Background: an optimization exercise with open tools, aiming at small area, a short achievable clock period and few clock cycles. Do not read the settings as production practice. Only simulation tests tie the RTL to the original design; equivalence was not proved.

==> flow/design.v, too long to show whole: its modules and the start of the top module <==
// module gtp_cordic_unit: 72 lines
// module gtp_cordic_last: 40 lines
// module gtp_zsum: 477 lines
// module gtp_dmul: 567 lines
// module gtp_gmul: 516 lines
// module gtp_near: 1218 lines
// module go_to_point_steering_controller: 530 lines
module go_to_point_steering_controller (
    input  logic                              clk,
    input  logic                              rst_n,
    input  logic                              in_valid,
    output logic                              in_ready,
    input  logic [1:0]                        in_kind,
    input  logic signed [15:0]                in_waypoint_x,
    input  logic signed [15:0]                in_waypoint_y,
    input  logic signed [15:0]                in_pose_x,
    input  logic signed [15:0]                in_pose_y,
    input  logic signed [14:0]                in_pose_heading,
    output logic                              out_valid,
    input  logic                              out_ready,
    output logic [14:0]                       out_linear_speed,
    output logic signed [15:0]                out_turn_rate,
    output logic [16:0]                       out_distance,
    output logic [2:0]                        out_status,
    output logic                              out_last,
    input  logic                              cfg_we,
    input  logic [gtp_pkg::CFG_IDX_W-1:0]     cfg_index,
    input  logic [gtp_pkg::CFG_DATA_W-1:0]    cfg_data
);
  // ...
==> flow/run.sh <==
#!/bin/bash
# synth_recipe.tcl (not shown) runs the flow's synth.tcl, then flattens the netlist and writes it again
# the make line also repeats each setting of config.mk as NAME=value (left out here)
make -C /OpenROAD-flow-scripts/flow DESIGN_CONFIG=/design/flow/config.mk WORK_HOME=/design/flow/orfs CLKGATE_MAP_FILE= SYNTH_SCRIPT=/design/flow/synth_recipe.tcl finish
==> flow/config.mk <==
export PLATFORM = sky130hd
export DESIGN_NAME = go_to_point_steering_controller
export DESIGN_NICKNAME = go_to_point_steering_controller
export VERILOG_FILES = /design/flow/design.v
export SDC_FILE = /design/flow/constraint.sdc
export NUM_CORES = 4
export LEC_CHECK = 0
export CAP_MARGIN = 20
export CORE_MARGIN = 2
export CORE_UTILIZATION = 62
export CTS_BUF_LIST = sky130_fd_sc_hd__clkbuf_8
export CTS_CLUSTER_SIZE = 40
export SLEW_MARGIN = 20
==> flow/constraint.sdc <==
create_clock -name core_clock -period 12.0 [get_ports {clk}]
set_input_delay 2.4000 -clock core_clock [delete_from_list [all_inputs] [get_ports {clk}]]
set_output_delay 2.4000 -clock core_clock [all_outputs]
set_load 0.01 [all_outputs]
==> results_dict.tcl, run 1 <==
set metrics [dict create \
    drt_iter0_markers 4237 \
    cts_inserted_buffers 192 \
    layout_commonest_cell "inv_1" \
    insertion_delay_ns 0.96 \
    ys_warn_count 7 \
    holdWs_ns 0.397 \
    use_met3_pct 4.32 \
    synthCells 8206 \
    synth_seq_area_share_pct 35.8 \
    grt_pass1_vias 62114 \
    drv_cap 0 \
    path_common_cell "nand2b_1" \
    startpoint "out_ready" \
    met2_usage_pct 47.8 \
    cp.depth 9 \
    path_cells "clkdlybuf4s50_1, nand2b_1, nand2b_1, maj3_1, and2_4, inv_8, o2111ai_2, nand3_2, buf_4" \
    cts_hold_buf 0 \
    n_all_inverters 1098 \
    n_clock_buffer 215 \
    worstRegToRegCells 17 \
    tightest_slew_ns 1.11 \
    finalCritPeriodShare_pct 50.3 \
    grt_pass1_wl_um 344000 \
    wl_met2_um 101000 \
    outcome "no timing/DRC/antenna violations" \
    critPathMaxStageDelay_ns 0.64 \
    sh_seq_area_pct 32.9 \
    dpl_worst_slack_ns 5.04 \
    critPathCapture "pa[13]$_DFFE_PN_" \
    cts_max_level 4 \
]
Testbench counts, summed over its fixed seeds: cycles 1,998.
==> run 2: changes to the inputs <==
--- a/flow/design.v
+++ b/flow/design.v
@@ -181,17 +181,17 @@
         begin
             xr <= x_new;
             sr <= {s, sp};
             hr <= hp;
         end
     end
 endmodule
 module gtp_zsum (
-    input  logic [13:0] s,
+    input  logic [9:0] s,
     input  logic qp, qn,
     input  logic [14:0] rh,
     output logic [35:0] ra, rb
 );
 logic zs_w1;
 logic zs_w2;
 logic zs_w3;
 logic zs_w4;
@@ -412,24 +412,16 @@
 logic zs_w219;
 logic zs_w220;
 logic zs_w221;
 logic zs_w222;
 logic zs_w223;
 logic zs_w224;
 logic zs_w225;
 logic zs_w226;
-logic zs_w227;
-logic zs_w228;
-logic zs_w229;
-logic zs_w230;
-logic zs_w231;
-logic zs_w232;
-logic zs_w233;
-logic zs_w234;
 assign zs_w1 = s[1] ^ s[2];
 assign zs_w2 = s[1] & s[2];
 assign zs_w3 = s[0] ^ s[1];
 assign zs_w4 = s[0] & s[1];
 assign zs_w5 = s[0] ^ s[2] ^ s[3];
 assign zs_w6 = (s[0] & s[2]) | (s[0] & s[3]) | (s[2] & s[3]);
 assign zs_w7 = s[0] ^ s[1] ^ s[2];
 assign zs_w8 = (s[0] & s[1]) | (s[0] & s[2]) | (s[1] & s[2]);
@@ -442,230 +434,222 @@
 assign zs_w15 = s[0] ^ s[2] ^ s[4];
 assign zs_w16 = (s[0] & s[2]) | (s[0] & s[4]) | (s[2] & s[4]);
 assign zs_w17 = s[5] ^ s[6];
 assign zs_w18 = s[5] & s[6];
 assign zs_w19 = s[0] ^ s[2] ^ s[3];
 assign zs_w20 = (s[0] & s[2]) | (s[0] & s[3]) | (s[2] & s[3]);
 assign zs_w21 = s[0] ^ s[4] ^ s[5];
 assign zs_w22 = (s[0] & s[4]) | (s[0] & s[5]) | (s[4] & s[5]);
-assign zs_w23 = s[6] ^ s[13];
-assign zs_w24 = s[6] & s[13];
-assign zs_w25 = s[1] ^ s[2] ^ s[3];
-assign zs_w26 = (s[1] & s[2]) | (s[1] & s[3]) | (s[2] & s[3]);
-assign zs_w27 = s[4] ^ s[5] ^ s[6];
-assign zs_w28 = (s[4] & s[5]) | (s[4] & s[6]) | (s[5] & s[6]);
-assign zs_w29 = s[12] ^ qn;
-assign zs_w30 = s[12] & qn;
-assign zs_w31 = s[1] ^ s[2] ^ s[4];
-assign zs_w32 = (s[1] & s[2]) | (s[1] & s[4]) | (s[2] & s[4]);
-assign zs_w33 = s[5] ^ s[6] ^ s[11];
-assign zs_w34 = (s[5] & s[6]) | (s[5] & s[11]) | (s[6] & s[11]);
-assign zs_w35 = qn ^ ~(rh[2]) ^ 1'b1;
-assign zs_w36 = (qn & ~(rh[2])) | (qn & 1'b1) | (~(rh[2]) & 1'b1);
-assign zs_w37 = s[3] ^ s[4] ^ s[5];
-assign zs_w38 = (s[3] & s[4]) | (s[3] & s[5]) | (s[4] & s[5]);
-assign zs_w39 = s[6] ^ s[10] ^ qn;
-assign zs_w40 = (s[6] & s[10]) | (s[6] & qn) | (s[10] & qn);
-assign zs_w41 = ~(rh[3]) ^ 1'b1;
-assign zs_w42 = ~(rh[3]) & 1'b1;
-assign zs_w43 = s[3] ^ s[4] ^ s[5];
-assign zs_w44 = (s[3] & s[4]) | (s[3] & s[5]) | (s[4] & s[5]);
-assign zs_w45 = s[6] ^ s[9] ^ qn;
-assign zs_w46 = (s[6] & s[9]) | (s[6] & qn) | (s[9] & qn);
-assign zs_w47 = ~(rh[4]) ^ 1'b1 ^ zs_w1;
-assign zs_w48 = (~(rh[4]) & 1'b1) | (~(rh[4]) & zs_w1) | (1'b1 & zs_w1);
-assign zs_w49 = s[0] ^ s[3] ^ s[4];
-assign zs_w50 = (s[0] & s[3]) | (s[0] & s[4]) | (s[3] & s[4]);
-assign zs_w51 = s[5] ^ s[6] ^ s[8];
-assign zs_w52 = (s[5] & s[6]) | (s[5] & s[8]) | (s[6] & s[8]);
-assign zs_w53 = qp ^ ~(rh[5]) ^ zs_w2;
-assign zs_w54 = (qp & ~(rh[5])) | (qp & zs_w2) | (~(rh[5]) & zs_w2);
-assign zs_w55 = s[1] ^ s[2] ^ s[3];
-assign zs_w56 = (s[1] & s[2]) | (s[1] & s[3]) | (s[2] & s[3]);
-assign zs_w57 = s[4] ^ s[5] ^ s[6];
-assign zs_w58 = (s[4] & s[5]) | (s[4] & s[6]) | (s[5] & s[6]);
-assign zs_w59 = s[7] ^ qn ^ ~(rh[6]);
-assign zs_w60 = (s[7] & qn) | (s[7] & ~(rh[6])) | (qn & ~(rh[6]));
-assign zs_w61 = s[1] ^ s[2] ^ s[3];
-assign zs_w62 = (s[1] & s[2]) | (s[1] & s[3]) | (s[2] & s[3]);
-assign zs_w63 = s[4] ^ s[5] ^ qn;
-assign zs_w64 = (s[4] & s[5]) | (s[4] & qn) | (s[5] & qn);
-assign zs_w65 = s[0] ^ s[2] ^ s[3];
-assign zs_w66 = (s[0] & s[2]) | (s[0] & s[3]) | (s[2] & s[3]);
-assign zs_w67 = s[2] ^ s[4];
-assign zs_w68 = s[2] & s[4];
-assign zs_w69 = s[2] ^ s[4] ^ s[6];
-assign zs_w70 = (s[2] & s[4]) | (s[2] & s[6]) | (s[4] & s[6]);
-assign zs_w71 = qn ^ 1'b1;
-assign zs_w72 = qn & 1'b1;
-assign zs_w73 = s[5] ^ s[6] ^ qp;
-assign zs_w74 = (s[5] & s[6]) | (s[5] & qp) | (s[6] & qp);
-assign zs_w75 = 1'b1 ^ zs_w4 ^ zs_w5;
-assign zs_w76 = (1'b1 & zs_w4) | (1'b1 & zs_w5) | (zs_w4 & zs_w5);
-assign zs_w77 = s[6] ^ qp ^ 1'b1;
-assign zs_w78 = (s[6] & qp) | (s[6] & 1'b1) | (qp & 1'b1);
-assign zs_w79 = zs_w6 ^ zs_w7 ^ zs_w9;
-assign zs_w80 = (zs_w6 & zs_w7) | (zs_w6 & zs_w9) | (zs_w7 & zs_w9);
-assign zs_w81 = qp ^ 1'b1 ^ zs_w8;
-assign zs_w82 = (qp & 1'b1) | (qp & zs_w8) | (1'b1 & zs_w8);
-assign zs_w83 = zs_w10 ^ zs_w11 ^ zs_w13;
-assign zs_w84 = (zs_w10 & zs_w11) | (zs_w10 & zs_w13) | (zs_w11 & zs_w13);
-assign zs_w85 = qp ^ 1'b1 ^ zs_w12;
-assign zs_w86 = (qp & 1'b1) | (qp & zs_w12) | (1'b1 & zs_w12);
-assign zs_w87 = zs_w14 ^ zs_w15 ^ zs_w17;
-assign zs_w88 = (zs_w14 & zs_w15) | (zs_w14 & zs_w17) | (zs_w15 & zs_w17);
-assign zs_w89 = s[5] ^ s[6] ^ qp;
-assign zs_w90 = (s[5] & s[6]) | (s[5] & qp) | (s[6] & qp);
-assign zs_w91 = zs_w16 ^ zs_w18 ^ zs_w19;
-assign zs_w92 = (zs_w16 & zs_w18) | (zs_w16 & zs_w19) | (zs_w18 & zs_w19);
-assign zs_w93 = qp ^ ~(rh[0]) ^ 1'b1;
-assign zs_w94 = (qp & ~(rh[0])) | (qp & 1'b1) | (~(rh[0]) & 1'b1);
-assign zs_w95 = zs_w20 ^ zs_w21 ^ zs_w23;
-assign zs_w96 = (zs_w20 & zs_w21) | (zs_w20 & zs_w23) | (zs_w21 & zs_w23);
-assign zs_w97 = ~(rh[1]) ^ zs_w22 ^ zs_w24;
-assign zs_w98 = (~(rh[1]) & zs_w22) | (~(rh[1]) & zs_w24) | (zs_w22 & zs_w24);
-assign zs_w99 = zs_w25 ^ zs_w27 ^ zs_w29;
-assign zs_w100 = (zs_w25 & zs_w27) | (zs_w25 & zs_w29) | (zs_w27 & zs_w29);
-assign zs_w101 = zs_w26 ^ zs_w28 ^ zs_w30;
-assign zs_w102 = (zs_w26 & zs_w28) | (zs_w26 & zs_w30) | (zs_w28 & zs_w30);
-assign zs_w103 = zs_w31 ^ zs_w33 ^ zs_w35;
-assign zs_w104 = (zs_w31 & zs_w33) | (zs_w31 & zs_w35) | (zs_w33 & zs_w35);
-assign zs_w105 = zs_w32 ^ zs_w34 ^ zs_w36;
-assign zs_w106 = (zs_w32 & zs_w34) | (zs_w32 & zs_w36) | (zs_w34 & zs_w36);
-assign zs_w107 = zs_w37 ^ zs_w39 ^ zs_w41;
-assign zs_w108 = (zs_w37 & zs_w39) | (zs_w37 & zs_w41) | (zs_w39 & zs_w41);
-assign zs_w109 = zs_w38 ^ zs_w40 ^ zs_w42;
-assign zs_w110 = (zs_w38 & zs_w40) | (zs_w38 & zs_w42) | (zs_w40 & zs_w42);
-assign zs_w111 = zs_w43 ^ zs_w45 ^ zs_w47;
-assign zs_w112 = (zs_w43 & zs_w45) | (zs_w43 & zs_w47) | (zs_w45 & zs_w47);
-assign zs_w113 = zs_w44 ^ zs_w46 ^ zs_w48;
-assign zs_w114 = (zs_w44 & zs_w46) | (zs_w44 & zs_w48) | (zs_w46 & zs_w48);
-assign zs_w115 = zs_w49 ^ zs_w51 ^ zs_w53;
-assign zs_w116 = (zs_w49 & zs_w51) | (zs_w49 & zs_w53) | (zs_w51 & zs_w53);
-assign zs_w117 = zs_w50 ^ zs_w52 ^ zs_w54;
-assign zs_w118 = (zs_w50 & zs_w52) | (zs_w50 & zs_w54) | (zs_w52 & zs_w54);
-assign zs_w119 = zs_w55 ^ zs_w57 ^ zs_w59;
-assign zs_w120 = (zs_w55 & zs_w57) | (zs_w55 & zs_w59) | (zs_w57 & zs_w59);
-assign zs_w121 = ~(rh[7]) ^ zs_w56 ^ zs_w58;
-assign zs_w122 = (~(rh[7]) & zs_w56) | (~(rh[7]) & zs_w58) | (zs_w56 & zs_w58);
-assign zs_w123 = zs_w60 ^ zs_w61 ^ zs_w63;
-assign zs_w124 = (zs_w60 & zs_w61) | (zs_w60 & zs_w63) | (zs_w61 & zs_w63);
-assign zs_w125 = s[4] ^ qp ^ ~(rh[8]);
-assign zs_w126 = (s[4] & qp) | (s[4] & ~(rh[8])) | (qp & ~(rh[8]));
-assign zs_w127 = zs_w62 ^ zs_w64 ^ zs_w65;
-assign zs_w128 = (zs_w62 & zs_w64) | (zs_w62 & zs_w65) | (zs_w64 & zs_w65);
-assign zs_w129 = s[1] ^ s[2] ^ s[3];
-assign zs_w130 = (s[1] & s[2]) | (s[1] & s[3]) | (s[2] & s[3]);
-assign zs_w131 = qn ^ ~(rh[9]) ^ zs_w66;
-assign zs_w132 = (qn & ~(rh[9])) | (qn & zs_w66) | (~(rh[9]) & zs_w66);
-assign zs_w133 = s[1] ^ s[2] ^ qn;
-assign zs_w134 = (s[1] & s[2]) | (s[1] & qn) | (s[2] & qn);
-assign zs_w135 = ~(rh[10]) ^ 1'b1;
-assign zs_w136 = ~(rh[10]) & 1'b1;
-assign zs_w137 = s[0] ^ s[1] ^ qp;
-assign zs_w138 = (s[0] & s[1]) | (s[0] & qp) | (s[1] & qp);
-assign zs_w139 = s[5] ^ s[6];
-assign zs_w140 = s[5] & s[6];
-assign zs_w141 = zs_w3 ^ zs_w68 ^ zs_w69;
-assign zs_w142 = (zs_w3 & zs_w68) | (zs_w3 & zs_w69) | (zs_w68 & zs_w69);
-assign zs_w143 = zs_w70 ^ zs_w72 ^ zs_w73;
-assign zs_w144 = (zs_w70 & zs_w72) | (zs_w70 & zs_w73) | (zs_w72 & zs_w73);
-assign zs_w145 = zs_w74 ^ zs_w76 ^ zs_w77;
-assign zs_w146 = (zs_w74 & zs_w76) | (zs_w74 & zs_w77) | (zs_w76 & zs_w77);
-assign zs_w147 = zs_w78 ^ zs_w80 ^ zs_w81;
-assign zs_w148 = (zs_w78 & zs_w80) | (zs_w78 & zs_w81) | (zs_w80 & zs_w81);
-assign zs_w149 = zs_w82 ^ zs_w84 ^ zs_w85;
-assign zs_w150 = (zs_w82 & zs_w84) | (zs_w82 & zs_w85) | (zs_w84 & zs_w85);
-assign zs_w151 = zs_w86 ^ zs_w88 ^ zs_w89;
-assign zs_w152 = (zs_w86 & zs_w88) | (zs_w86 & zs_w89) | (zs_w88 & zs_w89);
-assign zs_w153 = zs_w90 ^ zs_w92 ^ zs_w93;
-assign zs_w154 = (zs_w90 & zs_w92) | (zs_w90 & zs_w93) | (zs_w92 & zs_w93);
-assign zs_w155 = zs_w94 ^ zs_w96 ^ zs_w97;
-assign zs_w156 = (zs_w94 & zs_w96) | (zs_w94 & zs_w97) | (zs_w96 & zs_w97);
-assign zs_w157 = zs_w98 ^ zs_w100 ^ zs_w101;
-assign zs_w158 = (zs_w98 & zs_w100) | (zs_w98 & zs_w101) | (zs_w100 & zs_w101);
-assign zs_w159 = zs_w102 ^ zs_w104 ^ zs_w105;
-assign zs_w160 = (zs_w102 & zs_w104) | (zs_w102 & zs_w105) | (zs_w104 & zs_w105);
-assign zs_w161 = zs_w106 ^ zs_w108 ^ zs_w109;
-assign zs_w162 = (zs_w106 & zs_w108) | (zs_w106 & zs_w109) | (zs_w108 & zs_w109);
-assign zs_w163 = zs_w110 ^ zs_w112 ^ zs_w113;
-assign zs_w164 = (zs_w110 & zs_w112) | (zs_w110 & zs_w113) | (zs_w112 & zs_w113);
-assign zs_w165 = zs_w114 ^ zs_w116 ^ zs_w117;
-assign zs_w166 = (zs_w114 & zs_w116) | (zs_w114 & zs_w117) | (zs_w116 & zs_w117);
-assign zs_w167 = zs_w118 ^ zs_w120 ^ zs_w121;
-assign zs_w168 = (zs_w118 & zs_w120) | (zs_w118 & zs_w121) | (zs_w120 & zs_w121);
-assign zs_w169 = zs_w122 ^ zs_w124 ^ zs_w125;
-assign zs_w170 = (zs_w122 & zs_w124) | (zs_w122 & zs_w125) | (zs_w124 & zs_w125);
-assign zs_w171 = zs_w126 ^ zs_w128 ^ zs_w129;
-assign zs_w172 = (zs_w126 & zs_w128) | (zs_w126 & zs_w129) | (zs_w128 & zs_w129);
-assign zs_w173 = zs_w130 ^ zs_w132 ^ zs_w133;
-assign zs_w174 = (zs_w130 & zs_w132) | (zs_w130 & zs_w133) | (zs_w132 & zs_w133);
-assign zs_w175 = ~(rh[11]) ^ zs_w134 ^ zs_w136;
-assign zs_w176 = (~(rh[11]) & zs_w134) | (~(rh[11]) & zs_w136) | (zs_w134 & zs_w136);
-assign zs_w177 = s[0] ^ qp ^ ~(rh[12]);
-assign zs_w178 = (s[0] & qp) | (s[0] & ~(rh[12])) | (qp & ~(rh[12]));
-assign zs_w179 = qn ^ ~(rh[13]);
-assign zs_w180 = qn & ~(rh[13]);
-assign zs_w181 = qp ^ qn;
-assign zs_w182 = qp & qn;
-assign zs_w183 = qn ^ 1'b1;
-assign zs_w184 = qn & 1'b1;
-assign zs_w185 = qp ^ zs_w67;
-assign zs_w186 = qp & zs_w67;
-assign zs_w187 = zs_w71 ^ zs_w140 ^ zs_w141;
-assign zs_w188 = (zs_w71 & zs_w140) | (zs_w71 & zs_w141) | (zs_w140 & zs_w141);
-assign zs_w189 = zs_w75 ^ zs_w142 ^ zs_w143;
-assign zs_w190 = (zs_w75 & zs_w142) | (zs_w75 & zs_w143) | (zs_w142 & zs_w143);
-assign zs_w191 = zs_w79 ^ zs_w144 ^ zs_w145;
-assign zs_w192 = (zs_w79 & zs_w144) | (zs_w79 & zs_w145) | (zs_w144 & zs_w145);
-assign zs_w193 = zs_w83 ^ zs_w146 ^ zs_w147;
-assign zs_w194 = (zs_w83 & zs_w146) | (zs_w83 & zs_w147) | (zs_w146 & zs_w147);
-assign zs_w195 = zs_w87 ^ zs_w148 ^ zs_w149;
-assign zs_w196 = (zs_w87 & zs_w148) | (zs_w87 & zs_w149) | (zs_w148 & zs_w149);
-assign zs_w197 = zs_w91 ^ zs_w150 ^ zs_w151;
-assign zs_w198 = (zs_w91 & zs_w150) | (zs_w91 & zs_w151) | (zs_w150 & zs_w151);
-assign zs_w199 = zs_w95 ^ zs_w152 ^ zs_w153;
-assign zs_w200 = (zs_w95 & zs_w152) | (zs_w95 & zs_w153) | (zs_w152 & zs_w153);
-assign zs_w201 = zs_w99 ^ zs_w154 ^ zs_w155;
-assign zs_w202 = (zs_w99 & zs_w154) | (zs_w99 & zs_w155) | (zs_w154 & zs_w155);
-assign zs_w203 = zs_w103 ^ zs_w156 ^ zs_w157;
-assign zs_w204 = (zs_w103 & zs_w156) | (zs_w103 & zs_w157) | (zs_w156 & zs_w157);
-assign zs_w205 = zs_w107 ^ zs_w158 ^ zs_w159;
-assign zs_w206 = (zs_w107 & zs_w158) | (zs_w107 & zs_w159) | (zs_w158 & zs_w159);
-assign zs_w207 = zs_w111 ^ zs_w160 ^ zs_w161;
-assign zs_w208 = (zs_w111 & zs_w160) | (zs_w111 & zs_w161) | (zs_w160 & zs_w161);
-assign zs_w209 = zs_w115 ^ zs_w162 ^ zs_w163;
-assign zs_w210 = (zs_w115 & zs_w162) | (zs_w115 & zs_w163) | (zs_w162 & zs_w163);
-assign zs_w211 = zs_w119 ^ zs_w164 ^ zs_w165;
-assign zs_w212 = (zs_w119 & zs_w164) | (zs_w119 & zs_w165) | (zs_w164 & zs_w165);
-assign zs_w213 = zs_w123 ^ zs_w166 ^ zs_w167;
-assign zs_w214 = (zs_w123 & zs_w166) | (zs_w123 & zs_w167) | (zs_w166 & zs_w167);
-assign zs_w215 = zs_w127 ^ zs_w168 ^ zs_w169;
-assign zs_w216 = (zs_w127 & zs_w168) | (zs_w127 & zs_w169) | (zs_w168 & zs_w169);
-assign zs_w217 = zs_w131 ^ zs_w170 ^ zs_w171;
-assign zs_w218 = (zs_w131 & zs_w170) | (zs_w131 & zs_w171) | (zs_w170 & zs_w171);
-assign zs_w219 = zs_w135 ^ zs_w172 ^ zs_w173;
-assign zs_w220 = (zs_w135 & zs_w172) | (zs_w135 & zs_w173) | (zs_w172 & zs_w173);
-assign zs_w221 = zs_w137 ^ zs_w174 ^ zs_w175;
-assign zs_w222 = (zs_w137 & zs_w174) | (zs_w137 & zs_w175) | (zs_w174 & zs_w175);
-assign zs_w223 = zs_w138 ^ zs_w176 ^ zs_w177;
-assign zs_w224 = (zs_w138 & zs_w176) | (zs_w138 & zs_w177) | (zs_w176 & zs_w177);
-assign zs_w225 = 1'b1 ^ zs_w178 ^ zs_w179;
-assign zs_w226 = (1'b1 & zs_w178) | (1'b1 & zs_w179) | (zs_w178 & zs_w179);
-assign zs_w227 = qn ^ rh[14] ^ zs_w180;
-assign zs_w228 = (qn & rh[14]) | (qn & zs_w180) | (rh[14] & zs_w180);
-assign zs_w229 = qn ^ 1'b1;
-assign zs_w230 = qn & 1'b1;
-assign zs_w231 = qn ^ 1'b1;
-assign zs_w232 = qn & 1'b1;
-assign zs_w233 = qn ^ 1'b1;
-assign zs_w234 = qn & 1'b1;
-assign ra = {zs_w232, zs_w230, zs_w228, zs_w226, zs_w224, zs_w222, zs_w220, zs_w218, zs_w216, zs_w214, zs_w212, zs_w210, zs_w208, zs_w206, zs_w204, zs_w202, zs_w200, zs_w198, zs_w196, zs_w194, zs_w192, zs_w190, zs_w188, zs_w186, zs_w139, qp, qn, qp, qn, qp, qn, qp, qn, qn, zs_w182, 1'b1};
-assign rb = {zs_w233, zs_w231, zs_w229, zs_w227, zs_w225, zs_w223, zs_w221, zs_w219, zs_w217, zs_w215, zs_w213, zs_w211, zs_w209, zs_w207, zs_w205, zs_w203, zs_w201, zs_w199, zs_w197, zs_w195, zs_w193, zs_w191, zs_w189, zs_w187, zs_w185, 1'b1, 1'b0, 1'b1, 1'b1, 1'b1, 1'b1, 1'b1, 1'b0, zs_w184, zs_w183, zs_w181};
+assign zs_w23 = s[1] ^ s[2] ^ s[3];
+assign zs_w24 = (s[1] & s[2]) | (s[1] & s[3]) | (s[2] & s[3]);
+assign zs_w25 = s[4] ^ s[5];
+assign zs_w26 = s[4] & s[5];
+assign zs_w27 = s[1] ^ s[2] ^ s[4];
+assign zs_w28 = (s[1] & s[2]) | (s[1] & s[4]) | (s[2] & s[4]);
+assign zs_w29 = s[5] ^ s[6] ^ qn;
+assign zs_w30 = (s[5] & s[6]) | (s[5] & qn) | (s[6] & qn);
+assign zs_w31 = s[3] ^ s[4] ^ s[5];
+assign zs_w32 = (s[3] & s[4]) | (s[3] & s[5]) | (s[4] & s[5]);
+assign zs_w33 = s[6] ^ qn;
+assign zs_w34 = s[6] & qn;
+assign zs_w35 = s[3] ^ s[4] ^ s[5];
+assign zs_w36 = (s[3] & s[4]) | (s[3] & s[5]) | (s[4] & s[5]);
+assign zs_w37 = s[6] ^ s[9] ^ qn;
+assign zs_w38 = (s[6] & s[9]) | (s[6] & qn) | (s[9] & qn);
+assign zs_w39 = ~(rh[4]) ^ 1'b1;
+assign zs_w40 = ~(rh[4]) & 1'b1;
+assign zs_w41 = s[0] ^ s[3] ^ s[4];
+assign zs_w42 = (s[0] & s[3]) | (s[0] & s[4]) | (s[3] & s[4]);
+assign zs_w43 = s[5] ^ s[6] ^ s[8];
+assign zs_w44 = (s[5] & s[6]) | (s[5] & s[8]) | (s[6] & s[8]);
+assign zs_w45 = qp ^ ~(rh[5]) ^ zs_w2;
+assign zs_w46 = (qp & ~(rh[5])) | (qp & zs_w2) | (~(rh[5]) & zs_w2);
+assign zs_w47 = s[1] ^ s[2] ^ s[3];
+assign zs_w48 = (s[1] & s[2]) | (s[1] & s[3]) | (s[2] & s[3]);
+assign zs_w49 = s[4] ^ s[5] ^ s[6];
+assign zs_w50 = (s[4] & s[5]) | (s[4] & s[6]) | (s[5] & s[6]);
+assign zs_w51 = s[7] ^ qn ^ ~(rh[6]);
+assign zs_w52 = (s[7] & qn) | (s[7] & ~(rh[6])) | (qn & ~(rh[6]));
+assign zs_w53 = s[1] ^ s[2] ^ s[3];
+assign zs_w54 = (s[1] & s[2]) | (s[1] & s[3]) | (s[2] & s[3]);
+assign zs_w55 = s[4] ^ s[5] ^ qn;
+assign zs_w56 = (s[4] & s[5]) | (s[4] & qn) | (s[5] & qn);
+assign zs_w57 = s[0] ^ s[2] ^ s[3];
+assign zs_w58 = (s[0] & s[2]) | (s[0] & s[3]) | (s[2] & s[3]);
+assign zs_w59 = s[2] ^ s[4];
+assign zs_w60 = s[2] & s[4];
+assign zs_w61 = s[2] ^ s[4] ^ s[6];
+assign zs_w62 = (s[2] & s[4]) | (s[2] & s[6]) | (s[4] & s[6]);
+assign zs_w63 = qn ^ 1'b1;
+assign zs_w64 = qn & 1'b1;
+assign zs_w65 = s[5] ^ s[6] ^ qp;
+assign zs_w66 = (s[5] & s[6]) | (s[5] & qp) | (s[6] & qp);
+assign zs_w67 = 1'b1 ^ zs_w4 ^ zs_w5;
+assign zs_w68 = (1'b1 & zs_w4) | (1'b1 & zs_w5) | (zs_w4 & zs_w5);
+assign zs_w69 = s[6] ^ qp ^ 1'b1;
+assign zs_w70 = (s[6] & qp) | (s[6] & 1'b1) | (qp & 1'b1);
+assign zs_w71 = zs_w6 ^ zs_w7 ^ zs_w9;
+assign zs_w72 = (zs_w6 & zs_w7) | (zs_w6 & zs_w9) | (zs_w7 & zs_w9);
+assign zs_w73 = qp ^ 1'b1 ^ zs_w8;
+assign zs_w74 = (qp & 1'b1) | (qp & zs_w8) | (1'b1 & zs_w8);
+assign zs_w75 = zs_w10 ^ zs_w11 ^ zs_w13;
+assign zs_w76 = (zs_w10 & zs_w11) | (zs_w10 & zs_w13) | (zs_w11 & zs_w13);
+assign zs_w77 = qp ^ 1'b1 ^ zs_w12;
+assign zs_w78 = (qp & 1'b1) | (qp & zs_w12) | (1'b1 & zs_w12);
+assign zs_w79 = zs_w14 ^ zs_w15 ^ zs_w17;
+assign zs_w80 = (zs_w14 & zs_w15) | (zs_w14 & zs_w17) | (zs_w15 & zs_w17);
+assign zs_w81 = s[5] ^ s[6] ^ qp;
+assign zs_w82 = (s[5] & s[6]) | (s[5] & qp) | (s[6] & qp);
+assign zs_w83 = zs_w16 ^ zs_w18 ^ zs_w19;
+assign zs_w84 = (zs_w16 & zs_w18) | (zs_w16 & zs_w19) | (zs_w18 & zs_w19);
+assign zs_w85 = s[6] ^ qp ^ ~(rh[0]);
+assign zs_w86 = (s[6] & qp) | (s[6] & ~(rh[0])) | (qp & ~(rh[0]));
+assign zs_w87 = 1'b1 ^ zs_w20 ^ zs_w21;
+assign zs_w88 = (1'b1 & zs_w20) | (1'b1 & zs_w21) | (zs_w20 & zs_w21);
+assign zs_w89 = s[6] ^ qn ^ ~(rh[1]);
+assign zs_w90 = (s[6] & qn) | (s[6] & ~(rh[1])) | (qn & ~(rh[1]));
+assign zs_w91 = zs_w22 ^ zs_w23 ^ zs_w25;
+assign zs_w92 = (zs_w22 & zs_w23) | (zs_w22 & zs_w25) | (zs_w23 & zs_w25);
+assign zs_w93 = ~(rh[2]) ^ 1'b1 ^ zs_w24;
+assign zs_w94 = (~(rh[2]) & 1'b1) | (~(rh[2]) & zs_w24) | (1'b1 & zs_w24);
+assign zs_w95 = zs_w26 ^ zs_w27 ^ zs_w29;
+assign zs_w96 = (zs_w26 & zs_w27) | (zs_w26 & zs_w29) | (zs_w27 & zs_w29);
+assign zs_w97 = ~(rh[3]) ^ 1'b1 ^ zs_w28;
+assign zs_w98 = (~(rh[3]) & 1'b1) | (~(rh[3]) & zs_w28) | (1'b1 & zs_w28);
+assign zs_w99 = zs_w30 ^ zs_w31 ^ zs_w33;
+assign zs_w100 = (zs_w30 & zs_w31) | (zs_w30 & zs_w33) | (zs_w31 & zs_w33);
+assign zs_w101 = zs_w1 ^ zs_w32 ^ zs_w34;
+assign zs_w102 = (zs_w1 & zs_w32) | (zs_w1 & zs_w34) | (zs_w32 & zs_w34);
+assign zs_w103 = zs_w35 ^ zs_w37 ^ zs_w39;
+assign zs_w104 = (zs_w35 & zs_w37) | (zs_w35 & zs_w39) | (zs_w37 & zs_w39);
+assign zs_w105 = zs_w36 ^ zs_w38 ^ zs_w40;
+assign zs_w106 = (zs_w36 & zs_w38) | (zs_w36 & zs_w40) | (zs_w38 & zs_w40);
+assign zs_w107 = zs_w41 ^ zs_w43 ^ zs_w45;
+assign zs_w108 = (zs_w41 & zs_w43) | (zs_w41 & zs_w45) | (zs_w43 & zs_w45);
+assign zs_w109 = zs_w42 ^ zs_w44 ^ zs_w46;
+assign zs_w110 = (zs_w42 & zs_w44) | (zs_w42 & zs_w46) | (zs_w44 & zs_w46);
+assign zs_w111 = zs_w47 ^ zs_w49 ^ zs_w51;
+assign zs_w112 = (zs_w47 & zs_w49) | (zs_w47 & zs_w51) | (zs_w49 & zs_w51);
+assign zs_w113 = ~(rh[7]) ^ zs_w48 ^ zs_w50;
+assign zs_w114 = (~(rh[7]) & zs_w48) | (~(rh[7]) & zs_w50) | (zs_w48 & zs_w50);
+assign zs_w115 = zs_w52 ^ zs_w53 ^ zs_w55;
+assign zs_w116 = (zs_w52 & zs_w53) | (zs_w52 & zs_w55) | (zs_w53 & zs_w55);
+assign zs_w117 = s[4] ^ qp ^ ~(rh[8]);
+assign zs_w118 = (s[4] & qp) | (s[4] & ~(rh[8])) | (qp & ~(rh[8]));
+assign zs_w119 = zs_w54 ^ zs_w56 ^ zs_w57;
+assign zs_w120 = (zs_w54 & zs_w56) | (zs_w54 & zs_w57) | (zs_w56 & zs_w57);
+assign zs_w121 = s[1] ^ s[2] ^ s[3];
+assign zs_w122 = (s[1] & s[2]) | (s[1] & s[3]) | (s[2] & s[3]);
+assign zs_w123 = qn ^ ~(rh[9]) ^ zs_w58;
+assign zs_w124 = (qn & ~(rh[9])) | (qn & zs_w58) | (~(rh[9]) & zs_w58);
+assign zs_w125 = s[1] ^ s[2] ^ qn;
+assign zs_w126 = (s[1] & s[2]) | (s[1] & qn) | (s[2] & qn);
+assign zs_w127 = ~(rh[10]) ^ 1'b1;
+assign zs_w128 = ~(rh[10]) & 1'b1;
+assign zs_w129 = s[0] ^ s[1] ^ qp;
+assign zs_w130 = (s[0] & s[1]) | (s[0] & qp) | (s[1] & qp);
+assign zs_w131 = s[5] ^ s[6];
+assign zs_w132 = s[5] & s[6];
+assign zs_w133 = zs_w3 ^ zs_w60 ^ zs_w61;
+assign zs_w134 = (zs_w3 & zs_w60) | (zs_w3 & zs_w61) | (zs_w60 & zs_w61);
+assign zs_w135 = zs_w62 ^ zs_w64 ^ zs_w65;
+assign zs_w136 = (zs_w62 & zs_w64) | (zs_w62 & zs_w65) | (zs_w64 & zs_w65);
+assign zs_w137 = zs_w66 ^ zs_w68 ^ zs_w69;
+assign zs_w138 = (zs_w66 & zs_w68) | (zs_w66 & zs_w69) | (zs_w68 & zs_w69);
+assign zs_w139 = zs_w70 ^ zs_w72 ^ zs_w73;
+assign zs_w140 = (zs_w70 & zs_w72) | (zs_w70 & zs_w73) | (zs_w72 & zs_w73);
+assign zs_w141 = zs_w74 ^ zs_w76 ^ zs_w77;
+assign zs_w142 = (zs_w74 & zs_w76) | (zs_w74 & zs_w77) | (zs_w76 & zs_w77);
+assign zs_w143 = zs_w78 ^ zs_w80 ^ zs_w81;
+assign zs_w144 = (zs_w78 & zs_w80) | (zs_w78 & zs_w81) | (zs_w80 & zs_w81);
+assign zs_w145 = zs_w82 ^ zs_w84 ^ zs_w85;
+assign zs_w146 = (zs_w82 & zs_w84) | (zs_w82 & zs_w85) | (zs_w84 & zs_w85);
+assign zs_w147 = zs_w86 ^ zs_w88 ^ zs_w89;
+assign zs_w148 = (zs_w86 & zs_w88) | (zs_w86 & zs_w89) | (zs_w88 & zs_w89);
+assign zs_w149 = zs_w90 ^ zs_w92 ^ zs_w93;
+assign zs_w150 = (zs_w90 & zs_w92) | (zs_w90 & zs_w93) | (zs_w92 & zs_w93);
+assign zs_w151 = zs_w94 ^ zs_w96 ^ zs_w97;
+assign zs_w152 = (zs_w94 & zs_w96) | (zs_w94 & zs_w97) | (zs_w96 & zs_w97);
+assign zs_w153 = zs_w98 ^ zs_w100 ^ zs_w101;
+assign zs_w154 = (zs_w98 & zs_w100) | (zs_w98 & zs_w101) | (zs_w100 & zs_w101);
+assign zs_w155 = zs_w102 ^ zs_w104 ^ zs_w105;
+assign zs_w156 = (zs_w102 & zs_w104) | (zs_w102 & zs_w105) | (zs_w104 & zs_w105);
+assign zs_w157 = zs_w106 ^ zs_w108 ^ zs_w109;
+assign zs_w158 = (zs_w106 & zs_w108) | (zs_w106 & zs_w109) | (zs_w108 & zs_w109);
+assign zs_w159 = zs_w110 ^ zs_w112 ^ zs_w113;
+assign zs_w160 = (zs_w110 & zs_w112) | (zs_w110 & zs_w113) | (zs_w112 & zs_w113);
+assign zs_w161 = zs_w114 ^ zs_w116 ^ zs_w117;
+assign zs_w162 = (zs_w114 & zs_w116) | (zs_w114 & zs_w117) | (zs_w116 & zs_w117);
+assign zs_w163 = zs_w118 ^ zs_w120 ^ zs_w121;
+assign zs_w164 = (zs_w118 & zs_w120) | (zs_w118 & zs_w121) | (zs_w120 & zs_w121);
+assign zs_w165 = zs_w122 ^ zs_w124 ^ zs_w125;
+assign zs_w166 = (zs_w122 & zs_w124) | (zs_w122 & zs_w125) | (zs_w124 & zs_w125);
+assign zs_w167 = ~(rh[11]) ^ zs_w126 ^ zs_w128;
+assign zs_w168 = (~(rh[11]) & zs_w126) | (~(rh[11]) & zs_w128) | (zs_w126 & zs_w128);
+assign zs_w169 = s[0] ^ qp ^ ~(rh[12]);
+assign zs_w170 = (s[0] & qp) | (s[0] & ~(rh[12])) | (qp & ~(rh[12]));
+assign zs_w171 = qn ^ ~(rh[13]);
+assign zs_w172 = qn & ~(rh[13]);
+assign zs_w173 = qp ^ qn;
+assign zs_w174 = qp & qn;
+assign zs_w175 = qn ^ 1'b1;
+assign zs_w176 = qn & 1'b1;
+assign zs_w177 = qp ^ zs_w59;
+assign zs_w178 = qp & zs_w59;
+assign zs_w179 = zs_w63 ^ zs_w132 ^ zs_w133;
+assign zs_w180 = (zs_w63 & zs_w132) | (zs_w63 & zs_w133) | (zs_w132 & zs_w133);
+assign zs_w181 = zs_w67 ^ zs_w134 ^ zs_w135;
+assign zs_w182 = (zs_w67 & zs_w134) | (zs_w67 & zs_w135) | (zs_w134 & zs_w135);
+assign zs_w183 = zs_w71 ^ zs_w136 ^ zs_w137;
+assign zs_w184 = (zs_w71 & zs_w136) | (zs_w71 & zs_w137) | (zs_w136 & zs_w137);
+assign zs_w185 = zs_w75 ^ zs_w138 ^ zs_w139;
+assign zs_w186 = (zs_w75 & zs_w138) | (zs_w75 & zs_w139) | (zs_w138 & zs_w139);
+assign zs_w187 = zs_w79 ^ zs_w140 ^ zs_w141;
+assign zs_w188 = (zs_w79 & zs_w140) | (zs_w79 & zs_w141) | (zs_w140 & zs_w141);
+assign zs_w189 = zs_w83 ^ zs_w142 ^ zs_w143;
+assign zs_w190 = (zs_w83 & zs_w142) | (zs_w83 & zs_w143) | (zs_w142 & zs_w143);
+assign zs_w191 = zs_w87 ^ zs_w144 ^ zs_w145;
+assign zs_w192 = (zs_w87 & zs_w144) | (zs_w87 & zs_w145) | (zs_w144 & zs_w145);
+assign zs_w193 = zs_w91 ^ zs_w146 ^ zs_w147;
+assign zs_w194 = (zs_w91 & zs_w146) | (zs_w91 & zs_w147) | (zs_w146 & zs_w147);
+assign zs_w195 = zs_w95 ^ zs_w148 ^ zs_w149;
+assign zs_w196 = (zs_w95 & zs_w148) | (zs_w95 & zs_w149) | (zs_w148 & zs_w149);
+assign zs_w197 = zs_w99 ^ zs_w150 ^ zs_w151;
+assign zs_w198 = (zs_w99 & zs_w150) | (zs_w99 & zs_w151) | (zs_w150 & zs_w151);
+assign zs_w199 = zs_w103 ^ zs_w152 ^ zs_w153;
+assign zs_w200 = (zs_w103 & zs_w152) | (zs_w103 & zs_w153) | (zs_w152 & zs_w153);
+assign zs_w201 = zs_w107 ^ zs_w154 ^ zs_w155;
+assign zs_w202 = (zs_w107 & zs_w154) | (zs_w107 & zs_w155) | (zs_w154 & zs_w155);
+assign zs_w203 = zs_w111 ^ zs_w156 ^ zs_w157;
+assign zs_w204 = (zs_w111 & zs_w156) | (zs_w111 & zs_w157) | (zs_w156 & zs_w157);
+assign zs_w205 = zs_w115 ^ zs_w158 ^ zs_w159;
+assign zs_w206 = (zs_w115 & zs_w158) | (zs_w115 & zs_w159) | (zs_w158 & zs_w159);
+assign zs_w207 = zs_w119 ^ zs_w160 ^ zs_w161;
+assign zs_w208 = (zs_w119 & zs_w160) | (zs_w119 & zs_w161) | (zs_w160 & zs_w161);
+assign zs_w209 = zs_w123 ^ zs_w162 ^ zs_w163;
+assign zs_w210 = (zs_w123 & zs_w162) | (zs_w123 & zs_w163) | (zs_w162 & zs_w163);
+assign zs_w211 = zs_w127 ^ zs_w164 ^ zs_w165;
+assign zs_w212 = (zs_w127 & zs_w164) | (zs_w127 & zs_w165) | (zs_w164 & zs_w165);
+assign zs_w213 = zs_w129 ^ zs_w166 ^ zs_w167;
+assign zs_w214 = (zs_w129 & zs_w166) | (zs_w129 & zs_w167) | (zs_w166 & zs_w167);
+assign zs_w215 = zs_w130 ^ zs_w168 ^ zs_w169;
+assign zs_w216 = (zs_w130 & zs_w168) | (zs_w130 & zs_w169) | (zs_w168 & zs_w169);
+assign zs_w217 = 1'b1 ^ zs_w170 ^ zs_w171;
+assign zs_w218 = (1'b1 & zs_w170) | (1'b1 & zs_w171) | (zs_w170 & zs_w171);
+assign zs_w219 = qn ^ rh[14] ^ zs_w172;
+assign zs_w220 = (qn & rh[14]) | (qn & zs_w172) | (rh[14] & zs_w172);
+assign zs_w221 = qn ^ 1'b1;
+assign zs_w222 = qn & 1'b1;
+assign zs_w223 = qn ^ 1'b1;
+assign zs_w224 = qn & 1'b1;
+assign zs_w225 = qn ^ 1'b1;
+assign zs_w226 = qn & 1'b1;
+assign ra = {zs_w224, zs_w222, zs_w220, zs_w218, zs_w216, zs_w214, zs_w212, zs_w210, zs_w208, zs_w206, zs_w204, zs_w202, zs_w200, zs_w198, zs_w196, zs_w194, zs_w192, zs_w190, zs_w188, zs_w186, zs_w184, zs_w182, zs_w180, zs_w178, zs_w131, qp, qn, qp, qn, qp, qn, qp, qn, qn, zs_w174, 1'b1};
+assign rb = {zs_w225, zs_w223, zs_w221, zs_w219, zs_w217, zs_w215, zs_w213, zs_w211, zs_w209, zs_w207, zs_w205, zs_w203, zs_w201, zs_w199, zs_w197, zs_w195, zs_w193, zs_w191, zs_w189, zs_w187, zs_w185, zs_w183, zs_w181, zs_w179, zs_w177, 1'b1, 1'b0, 1'b1, 1'b1, 1'b1, 1'b1, 1'b1, 1'b0, zs_w176, zs_w175, zs_w173};
 endmodule
 module gtp_dmul (
     input  logic [25:0] x,
     output logic [41:0] ra, rb
 );
 logic dm_w1;
 logic dm_w2;
 logic dm_w3;
@@ -2982,17 +2966,17 @@
     output logic [2:0]                        out_status,
     output logic                              out_last,
     input  logic                              cfg_we,
     input  logic [gtp_pkg::CFG_IDX_W-1:0]     cfg_index,
     input  logic [gtp_pkg::CFG_DATA_W-1:0]    cfg_data
 );
     localparam logic signed [16:0] PI_Q     = 17'sd12868;
     localparam logic signed [16:0] TWO_PI_Q = 17'sd25736;
-    localparam int TL = 16;      
+    localparam int TL = 15;      
     logic [15:0] arrive_tol_reg, deadband_reg, gain_reg;
     logic [14:0] max_turn_reg, min_speed_reg, max_speed_reg;
     logic [13:0] align_reg;
     logic [7:0]  timeout_reg;
     always_ff @(posedge clk or negedge rst_n)
     begin
         if (!rst_n)
         begin
@@ -3271,103 +3255,99 @@
         .xp(x4s), .wp(w4s), .sp(s4s), .hp(h4s),
         .xr(x5s), .wr(w5s), .sr(s5s), .hr(h5s));
     gtp_cordic_unit #(.I(10), .WP(19), .WR(17)) u5 (.clk(clk), .en(en), .sec(tgs[10]), .secp(tgs[9]),
         .xp(x5s), .wp(w5s), .sp(s5s), .hp(h5s),
         .xr(x6s), .wr(w6s), .sr(s6s), .hr(h6s));
     gtp_cordic_unit #(.I(12), .WP(17), .WR(15)) u6 (.clk(clk), .en(en), .sec(tgs[12]), .secp(tgs[11]),
         .xp(x6s), .wp(w6s), .sp(s6s), .hp(h6s),
         .xr(x14), .wr(w7s), .sr(s8s), .hr(h8s));
+    logic [35:0] zs_a, zs_b;
+    logic [18:0] zs_lo;
+    gtp_zsum u_zs (.s(s5s), .qp(h5s[16]), .qn(h5s[15]), .rh(h5s[14:0]), .ra(zs_a), .rb(zs_b));
+    assign zs_lo = {1'b0, zs_a[17:0]} + {1'b0, zs_b[17:0]};
+    logic [16:0] z1a, z1b, z2;
+    logic z1c;
+    always_ff @(posedge clk)
+    begin
+        if (en && tgs[9])
+        begin
+            z1a <= zs_a[34:18];
+            z1b <= zs_b[34:18];
+            z1c <= zs_lo[18];
+        end
+        if (en && tgs[11])
+            z2 <= z1a + z1b + 17'(z1c);
+    end
     logic [41:0] dm_a, dm_b;
     logic [24:0] dm_lo;
     gtp_dmul u_dm (.x(x14), .ra(dm_a), .rb(dm_b));
     assign dm_lo = {1'b0, dm_a[23:0]} + {1'b0, dm_b[23:0]};
-    logic [35:0] zs_a, zs_b;
-    logic [18:0] zs_lo;
-    gtp_zsum u_zs (.s(s8s), .qp(h8s[16]), .qn(h8s[15]), .rh(h8s[14:0]), .ra(zs_a), .rb(zs_b));
-    assign zs_lo = {1'b0, zs_a[17:0]} + {1'b0, zs_b[17:0]};
+    logic signed [16:0] p1_er, p1_e;
+    always_comb
+    begin
+        p1_er = z2 + {13'd0, s8s[10], s8s[11], s8s[12], s8s[13]};
+        if (p1_er > PI_Q)       p1_e = p1_er - TWO_PI_Q;
+        else if (p1_er < -PI_Q) p1_e = p1_er + TWO_PI_Q;
+        else                    p1_e = p1_er;
+    end
     logic [17:0] r8_da, r8_db;
     logic r8_dc;
-    logic [16:0] r8_ea, r8_eb;
-    logic r8_ec;
+    logic signed [14:0] r8_e;
     always_ff @(posedge clk)
         if (en)
         begin
             r8_da <= dm_a[41:24];
             r8_db <= dm_b[41:24];
             r8_dc <= dm_lo[24];
-            r8_ea <= zs_a[34:18];
-            r8_eb <= zs_b[34:18];
-            r8_ec <= zs_lo[18];
+            r8_e  <= p1_e[14:0];
         end
     logic [16:0] p2_dist;
     logic [17:0] r8_d;
-    logic signed [16:0] r8_e;
-    logic signed [16:0] p2_em, p2_ep, p2_e;
     logic p2_db, p2_arr;
-    always_comb
-    begin
-        r8_d = r8_da + r8_db + 18'(r8_dc);
-        r8_e = r8_ea + r8_eb + 17'(r8_ec);
-        p2_dist = r8_d[17] ? 17'd131071 : r8_d[16:0];
-        p2_em = r8_e - TWO_PI_Q;
-        p2_ep = r8_e + TWO_PI_Q;
-        if (r8_e > PI_Q)       p2_e = p2_em;
-        else if (r8_e < -PI_Q) p2_e = p2_ep;
-        else                   p2_e = r8_e;
-        p2_db  = p2_dist > 17'(deadband_reg);
-        p2_arr = p2_dist < 17'(arrive_tol_reg);
-    end
-    logic signed [14:0] r9_e;
-    logic [16:0] r9_dist;
-    logic r9_db, r9_arr;
-    always_ff @(posedge clk)
-        if (en)
-        begin
-            r9_e <= p2_e[14:0];
-            r9_dist <= p2_dist;
-            r9_db <= p2_db;
-            r9_arr <= p2_arr;
-        end
     logic [30:0] g_ra, g_rb;
     logic [12:0] g_lo;
-    logic [14:0] p3_ae;
-    logic p3_al;
+    logic [14:0] p2_ae;
+    logic p2_al;
     logic [8:0] bn, bo, bt;
     logic [18:0] gpad;
     assign gpad = {2'b00, gain_reg, 1'b0};
     always_ff @(posedge clk)
         for (int j = 0; j < 9; j++)
         begin
             bn[j] <= gpad[2*j+2];
             bo[j] <= gpad[2*j+1] ^ gpad[2*j];
             bt[j] <= (gpad[2*j+2] && !gpad[2*j+1] && !gpad[2*j]) ||
                      (!gpad[2*j+2] && gpad[2*j+1] && gpad[2*j]);
         end
-    gtp_gmul u_gm (.e(r9_e), .bn(bn), .bo(bo), .bt(bt), .ra(g_ra), .rb(g_rb));
+    gtp_gmul u_gm (.e(r8_e), .bn(bn), .bo(bo), .bt(bt), .ra(g_ra), .rb(g_rb));
     assign g_lo = {1'b0, g_ra[11:0]} + {1'b0, g_rb[11:0]};
     always_comb
     begin
-        p3_ae = r9_e[14] ? 15'(-r9_e) : 15'(r9_e);
-        p3_al = p3_ae < 15'(align_reg);
+        r8_d = r8_da + r8_db + 18'(r8_dc);
+        p2_dist = r8_d[17] ? 17'd131071 : r8_d[16:0];
+        p2_db  = p2_dist > 17'(deadband_reg);
+        p2_arr = p2_dist < 17'(arrive_tol_reg);
+        p2_ae = r8_e[14] ? 15'(-r8_e) : 15'(r8_e);
+        p2_al = p2_ae < 15'(align_reg);
     end
     logic [18:0] r10_ta, r10_tb;
     logic r10_tc;
     logic [16:0] r10_dist;
     logic r10_db, r10_al, r10_arr;
     always_ff @(posedge clk)
         if (en)
         begin
             r10_ta <= g_ra[30:12];
             r10_tb <= g_rb[30:12];
             r10_tc <= g_lo[12];
-            r10_dist <= r9_dist;
-            r10_db <= r9_db;
-            r10_al <= p3_al;
-            r10_arr <= r9_arr;
+            r10_dist <= p2_dist;
+            r10_db <= p2_db;
+            r10_al <= p2_al;
+            r10_arr <= p2_arr;
         end
     logic [18:0] r10_t, p4_hi, p4_lo;
     logic signed [15:0] p4_turn;
     logic [14:0] p4_lin;
     always_comb
     begin
         r10_t = r10_ta + r10_tb + 19'(r10_tc);
         p4_hi = r10_ta + r10_tb + 19'(r10_tc) + ~(19'(max_turn_reg));    
==> results_dict.tcl, run 2 <==
set metrics [dict create \
    async_reset_ff_share_pct 19.2 \
    holdCritStartpoint "gain_reg[0]$_DFFE_PN0P_" \
    cts_root_buf "clkbuf_8" \
    startpoint "out_ready" \
    path_delay_family "buffers and inverters" \
    layout.nets 9847 \
    synthCells 8143 \
    largest_reg_flops 45 \
    maxSlewHeadroom_pct 22.2 \
    synthesis.area_um2 87300 \
    row_count 137 \
    final_cell_mix "inv_1 (1123), ha_1 (827), edfxtp_1 (792), fa_1 (597), xnor2_1 (588)" \
    drtAntennaViolNets 0 \
    synth-seq-cells 1058 \
    cp-end-kind "register" \
    path_cells "clkdlybuf4s50_1, nand2b_1, nand2b_1, maj3_1, nor2_1, buf_4, nor2_4, inv_8, buf_4, buf_4" \
    worstSetupStartpointType "input port" \
    vias 60710 \
    clock_sinks 1058 \
    worstRegToRegCells 16 \
    dp_hpwl_um 168000 \
    core_area_um2 140000 \
    hold_depth 0 \
    finalCriticalPeriod_ns 6.05 \
    cts_inserted_buffers 182 \
    drv_slew 0 \
    finalSetupViolCount 0 \
    port_buffers 158 \
    path_common_cell "buf_4" \
    num_io_pins 159 \
    grt_usage_pct 31.0 \
    synth.most_common_cell "inv_1" \
    cts_max_level 4 \
    drive_above_1_share_pct 8.65 \
    r2r_end "u2.xr[18]$_DFFE_PN_" \
    hold_violations 0 \
    fmax_ghz 0.165 \
    drt_first_pass_iters 5 \
    required_ns 12.52 \
    critPathMaxFanout 96 \
    hold_path_class "register to register" \
    outcome "no timing/DRC/antenna violations" \
    routed_wl_um 220000 \
    cts_buffer_depth 3 \
    synth_common_cells "inv_1 (1075), ha_1 (827), edfxtp_1 (792)" \
    tightest_slew_ns 1.17 \
    yosysUniqueCellTypes 91 \
    clk_pin_slew_ns 0.06 \
    rsz0062_at_grt "no" \
    worst-path-buf-inv 5 \
    antenna_found_initial 4 \
    reg2reg_from "u1.wr[24]$_DFFE_PN_" \
    drc 0 \
    layout_commonest_cell "inv_1" \
    initial_core_util_pct 62.5 \
    avgRoutedWirePerCell_um 21.2 \
    largest-register "tg" \
    grt_pass1_wl_um 345000 \
    cts_setup_buffers 0 \
    synth_top_area_share_pct 27.3 \
    fin_skew_ns 0.0935 \
    drv_cap 0 \
    cts_hold_buf 0 \
    r2r_setup_slack_ns 6.28 \
    worstSetupPathType "input port to register" \
    ys_warn_count 7 \
    grt_overflow 0 \
    drt_iter0_markers 4550 \
    syn-num-nets 9672 \
    dpl_worst_slack_ns 5.02 \
    cts_resized 0 \
    grt_pass1_vias 61014 \
    syn2layout_area_growth_pct 8.52 \
    dieWidth_um 379 \
    yosys-top-cells-area "edfxtp_1 (27%), fa_1 (14%), ha_1 (12%)" \
    avgSynthCellArea_um2 10.7 \
    critPathMaxStageDelay_ns 0.94 \
    cp_data_arrival_time_ns 6.56 \
    holdWs_ns 0.400 \
    place.gp.congestion 0.895 \
    insertion_delay_ns 0.93 \
    via_per_inst 5.87 \
    fin_tns_setup_ns 0 \
    die_h_um 379 \
    grt_max_degree 97 \
    synth_edf_count 792 \
    setup_ws_ns 5.96 \
    cts_tree "built" \
    netlist.top_cell.by_area "edfxtp_1" \
    finalCritPeriodShare_pct 50.4 \
    ys.flop_type "edfxtp_1" \
    critPathSlowestCell "buf_4" \
    hold_path_end "bo[0]$_DFF_P_" \
    synth_seq_area_share_pct 34.6 \
    dieArea_um2 144000 \
]
## run 2: cell count changes after synthesis, sizes merged, moves of 15 or more
cell    previous run  this run
edfxtp           848       792
nor2             295       339
a21o             161       189
mux2i            332       309
o221ai             6        29
o211ai            48        30
inv             1096      1080
a211o             24         9
## run 2: worst max path at each step
stage,slack [ns],endpoint,cells past startpoint
floorplan,1.71,r10_al$_DFFE_PN_,9
global placement,5.08,u1.xr[25]$_DFFE_PN_,10
detailed placement,5.02,u1.xr[25]$_DFFE_PN_,10
CTS,6.02,u2.xr[13]$_DFFE_PN_,10
global route,5.73,u2.xr[13]$_DFFE_PN_,10
finish,5.96,u2.xr[13]$_DFFE_PN_,10
## run 2: worst register-to-register path: stages (launching register included)
cell      delay, ns
edfxtp_1       0.73
mux2_2         0.80
inv_2          0.52
xnor2_1        0.30
fa_1           0.44
fa_1           0.47
a21o_1         0.18
a21oi_1        0.23
o21bai_1       0.09
a21o_1         0.20
a21oi_1        0.23
o21ai_0        0.27
o211a_1        0.30
o21a_1         0.21
o21ai_0        0.23
mux2i_1        0.22
nand2_1        0.06
## run 2: stage by stage
step                std cells  instance area (µm²)  utilization, %
floorplan                8143                87300               -
global placement        10010                90900            65.2
detailed placement      10010                91000            65.2
CTS                     10349                94700            67.9
global route            10350                94700            67.9
finish                  10351                94700            67.9
## run 2: cells by family (layout without fill, tap and decap cells)
group,after synthesis,count (layout),share of synthesized area [%]
buffers and inverters,1318,1648,5.70
xor gates and xnor gates,770,770,7.74
muxes,597,597,7.26
adders and majority gates,1431,1431,25.6
and+or+nand+nor,1499,1499,8.14
DFF,1058,1058,34.6
other,0,2,0
AOI/OAI and AO/OA,1470,1470,11.0
## run 2: area by class of cell
cell class                      instances  area, µm²
Multi-Input combinational cell       5767      52300
Fill cell                           10975      44800
Antenna cell                            2       5.00
Timing Repair Buffer                  228       2110
Tap cell                             1876       2350
Sequential cell                      1058      30200
Clock inverter                        141       1010
Inverter                             1081       4070
Clock buffer                          198       2730
## run 2: routing by layer
layer / vias to the layer above / share of wire (%) / global-route usage (%) / wire length, µm
li1: 28590 / - / - / -
met1: 29984 / 44 / 43.8 / 97700
met2: 1815 / 46 / 49.3 / 101000
met3: 321 / 6.7 / 4.98 / 14700
met4: 0 / 2.8 / 9.01 / 6120
met5: - / 0 / 0 / 0
Testbench counts of run 2, summed over its fixed seeds: cycles 1,986.
==> module gtp_cordic_unit, before the edit <==
module gtp_cordic_unit #(
    parameter int I  = 1,     
    parameter int WP = 25,    
    parameter int WR = 26     
) (
    input  logic                 clk,
    input  logic                 en,
    input  logic                 sec,
    input  logic                 secp,    
    input  logic [25:0]          xp,
    input  logic signed [WP-1:0] wp,
    input  logic [I-1:0]         sp,
    input  logic [16:0]          hp,
    output logic [25:0]          xr,
    output logic signed [WR-1:0] wr,
    output logic [I+1:0]         sr,
    output logic [16:0]          hr
);
    localparam int WM = (WP > WR) ? WP : WR;
    localparam int LX = WM - I;    
    logic signed [WM-1:0] wi, ws;
    logic [25:0] xi, xs, wsx, x_new;
    logic [WR-1:0] xsw, w_new;
    logic s, c, xcy, xneg;
    logic [LX-1:0] xlo;
    logic [25-LX:0] xhi;
    logic sec_x, sec_wn;
    always_ff @(posedge clk)
        if (en)
        begin
            sec_x  <= secp;
            sec_wn <= !secp;
        end
    always_comb
    begin
        xi = sec_x ? xr : xp;
        ws = sec_x ? (WM'(wr) >>> (I + 1)) : (WM'(wp) >>> I);
        wi = sec_wn ? WM'(wp) : WM'(wr);
        xs = sec_wn ? (xp >> I) : (xr >> (I + 1));
        if (sec)
        begin
            s  = !wr[WR-1];
            c  = &wr[I:0];
        end
        else
        begin
            s  = !wp[WP-1];
            c  = &wp[I-1:0];
        end
        wsx = 26'(ws);
        xsw = WR'(xs);
        {xcy, xlo} = {1'b0, xi[LX-1:0]} + {1'b0, (s ? wsx[LX-1:0] : ~wsx[LX-1:0])} + (LX+1)'(s ? c : !c);
        xneg = s ? wsx[25] : !wsx[25];
        if (xcy && !xneg)      xhi = xi[25:LX] + 1'b1;
        else if (!xcy && xneg) xhi = xi[25:LX] - 1'b1;
        else                   xhi = xi[25:LX];
        x_new = {xhi, xlo};
        w_new = WR'(wi) + (s ? ~xsw : xsw) + WR'(s);
    end
    always_ff @(posedge clk)
    begin
        if (en)
        begin
            xr <= x_new;
            wr <= w_new;
            sr[I-1:0] <= sec_x ? sr[I-1:0] : sp;
            sr[I]     <= sec_x ? sr[I] : s;
            sr[I+1]   <= s;
            hr        <= sec_x ? hr : hp;
        end
    end
endmodule
==> run 3: changes to the inputs <==
--- a/flow/design.v
+++ b/flow/design.v
@@ -98,3 +98,3 @@
     logic [WR-1:0] xsw, w_new;
-    logic s, c, xcy, xneg;
+    logic s, sw, c, xcy, xneg;
     logic [LX-1:0] xlo;
@@ -114,12 +114,5 @@
         xs = sec_wn ? (xp >> I) : (xr >> (I + 1));
-        if (sec)
-        begin
-            s  = !wr[WR-1];
-            c  = &wr[I:0];
-        end
-        else
-        begin
-            s  = !wp[WP-1];
-            c  = &wp[I-1:0];
-        end
+        s  = sec_x ? !wr[WR-1] : !wp[WP-1];
+        sw = sec_wn ? !wp[WP-1] : !wr[WR-1];
+        c  = sec_x ? (&wr[I:0]) : (&wp[I-1:0]);
         wsx = 26'(ws);
@@ -132,3 +125,3 @@
         x_new = {xhi, xlo};
-        w_new = WR'(wi) + (s ? ~xsw : xsw) + WR'(s);
+        w_new = WR'(wi) + (sw ? ~xsw : xsw) + WR'(sw);
     end
--- a/flow/config.mk
+++ b/flow/config.mk
@@ -7,2 +7,3 @@
 export LEC_CHECK = 0
+export ABC_AREA = 1
 export CAP_MARGIN = 20
==> results_dict.tcl, run 3 <==
set metrics [dict create \
    outcome "no timing/DRC/antenna violations" \
    grt_pass1_vias 69528 \
    cts_max_level 4 \
    synth_common_cells "nand2_1 (1879), inv_1 (1721), o21ai_0 (918)" \
    worstSetupStartpointType "input port" \
    tightest_slew_ns 1.09 \
    dieWidth_um 382 \
    hold_depth 0 \
    async_reset_ff_share_pct 19.2 \
    fin_skew_ns 0.0645 \
    syn-num-nets 11471 \
    largest-register "tg" \
    dieArea_um2 146000 \
    insertion_delay_ns 0.93 \
    grt_usage_pct 32.7 \
    critPathMaxFanout 86 \
    num_io_pins 159 \
    cts_buffer_depth 3 \
    cts_setup_buffers 0 \
    via_per_inst 5.67 \
    synth_edf_count 792 \
    drt_iter0_markers 5617 \
    initial_core_util_pct 62.5 \
    critPathMaxStageDelay_ns 0.91 \
    worst-path-buf-inv 5 \
    grt_max_degree 144 \
    cts_hold_buf 0 \
    cp_data_arrival_time_ns 6.51 \
    ys_warn_count 7 \
    cp.depth 11 \
    fin_tns_setup_ns 0 \
    antenna_found_initial 9 \
    synthesis.area_um2 88600 \
    cts_inserted_buffers 183 \
    path_common_cell "nand2_1" \
    avgSynthCellArea_um2 8.90 \
    core_area_um2 142000 \
    largest_reg_flops 45 \
    synth_top_area_share_pct 26.8 \
    holdCritStartpoint "u5.sr[11]$_DFFE_PN_" \
    path_delay_family "buffers and inverters" \
    drtAntennaViolNets 0 \
    drc 0 \
    port_buffers 158 \
    drv_slew 0 \
    dp_hpwl_um 184000 \
    synth_seq_area_share_pct 34.0 \
    holdWs_ns 0.401 \
    finalCritPeriodShare_pct 50.1 \
    critPathSlowestCell "buf_4" \
    yosysUniqueCellTypes 75 \
    hold_violations 0 \
    routed_wl_um 237000 \
    yosys-top-cells-area "edfxtp_1 (27%), fa_1 (13%), ha_1 (12%)" \
    synth.most_common_cell "nand2_1" \
    multi_input_area_um2 50800 \
    final_cell_mix "nand2_1 (1878), inv_1 (1780), o21ai_0 (915), ha_1 (821), edfxtp_1 (792)" \
    clock_sinks 1058 \
    synth-seq-cells 1058 \
    grt_overflow 0 \
    grt_pass1_wl_um 376000 \
    layout_commonest_cell "nand2_1" \
    vias 68644 \
    drive_above_1_share_pct 4.20 \
    cp-end-kind "register" \
    placed_area_um2 91900 \
    syn2layout_area_growth_pct 8.02 \
    cts_resized 0 \
    worstSetupPathType "input port to register" \
    clk_pin_slew_ns 0.06 \
    finalCriticalPeriod_ns 6.01 \
    drt_first_pass_iters 6 \
    instances_no_fill 12116 \
    rsz0062_at_grt "no" \
    drv_cap 0 \
    startpoint "out_ready" \
    required_ns 12.50 \
    die_h_um 382 \
    netlist.top_cell.by_area "edfxtp_1" \
    avgRoutedWirePerCell_um 19.5 \
    row_count 138 \
    fin_area_um2 95700 \
    cts_root_buf "clkbuf_8" \
    path_cells "clkdlybuf4s50_1, inv_1, nand2_1, nand2_1, nor2_2, nand2_2, nand2_1, inv_1, nand2_8, buf_4, buf_4" \
    finalSetupViolCount 0 \
    fmax_ghz 0.166 \
    synthCells 9948 \
    fill_cells 11685 \
    place.gp.congestion 0.985 \
    reg2reg_from "r10_ta[0]$_DFFE_PN_" \
    worstRegToRegCells 24 \
    maxSlewHeadroom_pct 27.3 \
    seqCellArea_um2 30200 \
    dpl.cell_count 11778 \
    cts_tree "built" \
    layout.nets 11596 \
    ys.flop_type "edfxtp_1" \
    hold_path_class "register to register" \
]
## run 3: final timing paths
path	to	slack (ns)
worst max-delay path	u3.wr[0]$_DFFE_PN_	5.99
worst min-delay path	u6.sr[11]$_DFFE_PP_	0.40
worst max register to register	oturn[12]$_SDFFE_PP0P_	6.86
worst min register to register	u6.sr[11]$_DFFE_PP_	0.40
max in group asynchronous	tg[30]$_DFFE_PN0N_	9.11
min in group asynchronous	max_turn_reg[6]$_DFFE_PN0P_	1.45
## run 3: metrics by stage
step	worst slack, ns	utilization [%]
2_1_floorplan	1.02	-
3_3_place_gp	4.81	64.8
3_5_place_dp	4.70	64.8
4_1_cts	5.67	67.5
5_1_grt	5.71	67.5
6_report	5.99	67.5
## run 3: logic make-up after synthesis
kind of cell	share of synthesized area (%)
multiplexers	0.134
buffers and inverters	8.65
adder cells (fa/ha/maj)	25.1
AO/OA/AOI/OAI	11.4
AND/OR/NAND/NOR	13.2
flip-flops	34.0
XOR/XNOR	7.43
## run 3: metal layers
metal / wire (µm) / GRT usage [%]
met2: 114000 / 55.1
met4: 9250 / 12.2
met5: 27 / 0
met3: 14100 / 4.19
met1: 99600 / 43.4
## run 3: layout make-up
| class | instances | area share [%] |
|---|---|---|
| Multi-Input combinational cell | 6866 | 53.1 |
| Clock inverter | 135 | 1.04 |
| Timing Repair Buffer | 209 | 2.07 |
| Sequential cell | 1058 | 31.5 |
| Tap cell | 1890 | 2.47 |
| Clock buffer | 201 | 2.89 |
| Inverter | 1755 | 6.89 |
| Antenna cell | 2 | 0.00523 |
Testbench counts of run 3, summed over its fixed seeds: cycles 1,986.

==> separate check: timing with driven ports <==
The results above use ideal ports. As a check the final layouts listed here were re-extracted and re-timed, cells and wires unchanged.
Step 1 sets driving cells, clkbuf_16 on the clock port and buf_2 on the other inputs (assumed; they add their load-dependent delay and slew).
Step 2 times the ports against the registers' clock, not the clock port: input delays grow and output delays shrink by t, the midpoint of the rising clock arrivals with the driver on.
a / b / c = ideal / step 1 / step 2; a / b = the first two.
run	t (ns)	setup WS [ns]	worst slew at a driven data input, ns
run 1	1.004	5.963 / 6.002 / 4.998	0.14
run 2	0.965	5.955 / 6.001 / 5.037	0.15
run 3	0.976	5.989 / 6.039 / 5.063	0.05
After both steps setup and hold are still met in every run listed. For run 1, which loses most, drivers alone change the setup slack by +0.039 ns; drivers and shift together by -0.965 ns.
